Context: an optimization exercise on an open-source flow, tuned for a short achievable clock period and few clock cycles. The choices shown serve that exercise and are no tape-out recipe.
Only simulation tests tie the RTL to the original design; equivalence was not proved.
No activity file was given, so power comes from the tool's default toggle rates.

// cpuTop
module cpuTop #(
	parameter int imemAddrWidth = 6,
	parameter int dmemAddrWidth = 6
) (
	input logic clk,
	input logic reset,
	input logic progWrite,
	input logic [imemAddrWidth-1:0] progAddr,
	input logic [cpuPkg::dataWidth-1:0] progData,
	output logic wbValid,
	output logic [cpuPkg::regAddrWidth-1:0] wbReg,
	output logic [cpuPkg::dataWidth-1:0] wbData,
	output logic cpuDone
);
For scale: roughly 20,000 cells after synthesis, ~80 I/O pins, ~0.30 mm^2 of cells after synthesis.
make LEC_CHECK=0 ABC_CLOCK_PERIOD_IN_PS=2800 CAP_MARGIN=20 CELL_PAD_IN_SITES_DETAIL_PLACEMENT=1 CELL_PAD_IN_SITES_GLOBAL_PLACEMENT=2 CORE_MARGIN=2 CORE_UTILIZATION=45 SETUP_SLACK_MARGIN=4.0 SLEW_MARGIN=20 finish   # period 7.0 ns
run.sh (not shown) runs the stock make flow with config.mk's settings and CLKGATE_MAP_FILE= SYNTH_SCRIPT=/design/flow/synth_recipe.tcl, a recipe that flattens the netlist after the stock synthesis.
Testbench counts at the start, summed over its fixed seeds: cycles 78,103.
Change:
- CTS_CLUSTER_DIAMETER: default -> 80
- CTS_CLUSTER_SIZE: default -> 20
Outcome: Design area goes down by about 3%; flip-flop and latch count stays the same; routed wire length drops by about 0.6%; final cell count came out lower by 2.3%; sequential share of layout area rose by 1.9 points; clock-buffer cell count decreases by 450; utilization is lower by 1.5 points.

cpuTop, a different RTL version from the one above (not shown whole).
For scale: roughly 20000 cells after synthesis, about 8200 flip-flops, roughly 80 I/O pins, roughly 300000 µm² of cells after synthesis.
Settings: LEC_CHECK=0, ABC_CLOCK_PERIOD_IN_PS=2200, CAP_MARGIN=20, CELL_PAD_IN_SITES_DETAIL_PLACEMENT=1, CELL_PAD_IN_SITES_GLOBAL_PLACEMENT=2, CORE_MARGIN=2, CORE_UTILIZATION=38, CTS_CLUSTER_DIAMETER=80, CTS_CLUSTER_SIZE=20, SETUP_SLACK_MARGIN=4.1, SLEW_MARGIN=20; clock period 7.0 ns.
The starting point finished with timing, DRC and antenna clean.
Testbench counts at the start, summed over its fixed seeds: cycles 78,103.
Next try:
- CORE_UTILIZATION: 38 -> 45
The new run went through all stages and came out clean. Sequential share of layout area hardly moves. Total power stays flat. Count of clock-buffer cells in the layout went down by 6.
Next try:
- CORE_UTILIZATION: 45 -> 42
After rerunning:
- The changed run completed without violations
- combinational power went down by a few percent
- final area hardly moves
- setup slack improves by 0.048 ns
- flip-flop and latch count does not change
- non-clock buffer count increases by 2
- power is about the same
- worst hold slack is worse by 0.013 ns
- clock power goes up slightly
- wire length climbs slightly
Next try:
- SETUP_SLACK_MARGIN: 4.1 -> 4.2
=> Via count grows by 0.50%. Total power went up by 0.72%. Fmax shrinks by 2.8%. Critical path depth decreases by 8.

cpuTop, a different RTL version from the one above (not shown whole).
For scale: about 18,000 cells after synthesis, ~7,000 flip-flops, about 80 I/O pins.
Design cpuTop, start of the top module:
module cpuTop #(
	parameter int imemAddrWidth = 6,
	parameter int dmemAddrWidth = 6
) (
	input logic clk,
	input logic reset,
	input logic progWrite,
	input logic [imemAddrWidth-1:0] progAddr,
	input logic [cpuPkg::dataWidth-1:0] progData,
	output logic wbValid,
	output logic [cpuPkg::regAddrWidth-1:0] wbReg,
	output logic [cpuPkg::dataWidth-1:0] wbData,
	output logic cpuDone
);
export LEC_CHECK = 0
export ABC_CLOCK_PERIOD_IN_PS = 2000
export CAP_MARGIN = 20
export CELL_PAD_IN_SITES_DETAIL_PLACEMENT = 1
export CELL_PAD_IN_SITES_GLOBAL_PLACEMENT = 2
export CORE_MARGIN = 2
export CORE_UTILIZATION = 50
export CTS_CLUSTER_DIAMETER = 80
export CTS_CLUSTER_SIZE = 20
export SETUP_SLACK_MARGIN = 4.35
export SLEW_MARGIN = 20
create_clock -name core_clock -period 7.0 [get_ports {clk}]
Testbench counts at the start, summed over its fixed seeds: cycles 78,103.
Then changed:
Settings changed: ABC_CLOCK_PERIOD_IN_PS 2000 to 2200, SETUP_SLACK_MARGIN 4.35 to 4.1.
Outcome:
- cell count is lower by 1.4%
- sequential cell count stays the same
- sequential power barely changes
- area after synthesis does not change

==> static timing again, ports no longer ideal <==
No port has a modelled driver above. Below, the same layouts with a new extraction and two added sets of constraints.
Step 1 (the two cells are an assumption about what drives the block):
set clk [get_ports {clk}]
set_driving_cell -lib_cell sky130_fd_sc_hd__clkbuf_16 $clk
set_driving_cell -lib_cell sky130_fd_sc_hd__buf_2 [delete_from_list [all_inputs] $clk]
Step 2, shift: input delay + t, output delay - t, t = (earliest + latest rising clock arrival at the registers) / 2. This alone moves slack from input paths to output paths.
a / b / c = ideal ports / drivers / drivers and shift; a / b = the first two.
| run | shift t [ns] | setup WS [ns] | worst setup path at the end | clock arrival spread, ns | worst slew at a driven data input, ns |
|---|---|---|---|---|---|
| the first run of note 1 | 1.317 | 3.650 / 3.650 / 3.190 | input to register | 0.098 / 0.098 | 0.11 |
| the second run of note 1 | 1.292 | 3.718 / 3.665 / 3.214 | input to register | 0.053 / 0.053 | 0.11 |
| the first run of note 2 | 1.280 | 3.943 / 3.824 / 2.961 | input to register | 0.112 / 0.111 | 0.39 |
| the second run of note 2 | 1.239 | 3.952 / 3.830 / 3.093 | input to register | 0.078 / 0.078 | 0.13 |
| the third run of note 2 | 1.231 | 4.000 / 3.870 / 3.093 | input to register | 0.070 / 0.070 | 0.13 |
| the fourth run of note 2 | 1.256 | 3.914 / 3.782 / 3.064 | input to register | 0.050 / 0.050 | 0.20 |
| the first run of note 3 | 1.179 | 3.699 / 3.699 / 3.014 | input to register | 0.085 / 0.085 | 0.38 |
| the second run of note 3 | 1.183 | 3.816 / 3.816 / 3.101 | input to register | 0.115 / 0.115 | 0.05 |
After both steps every run listed still meets setup and hold. For the first run of note 2, which loses most, drivers alone change the setup slack by -0.119 ns; drivers and shift together by -0.982 ns.
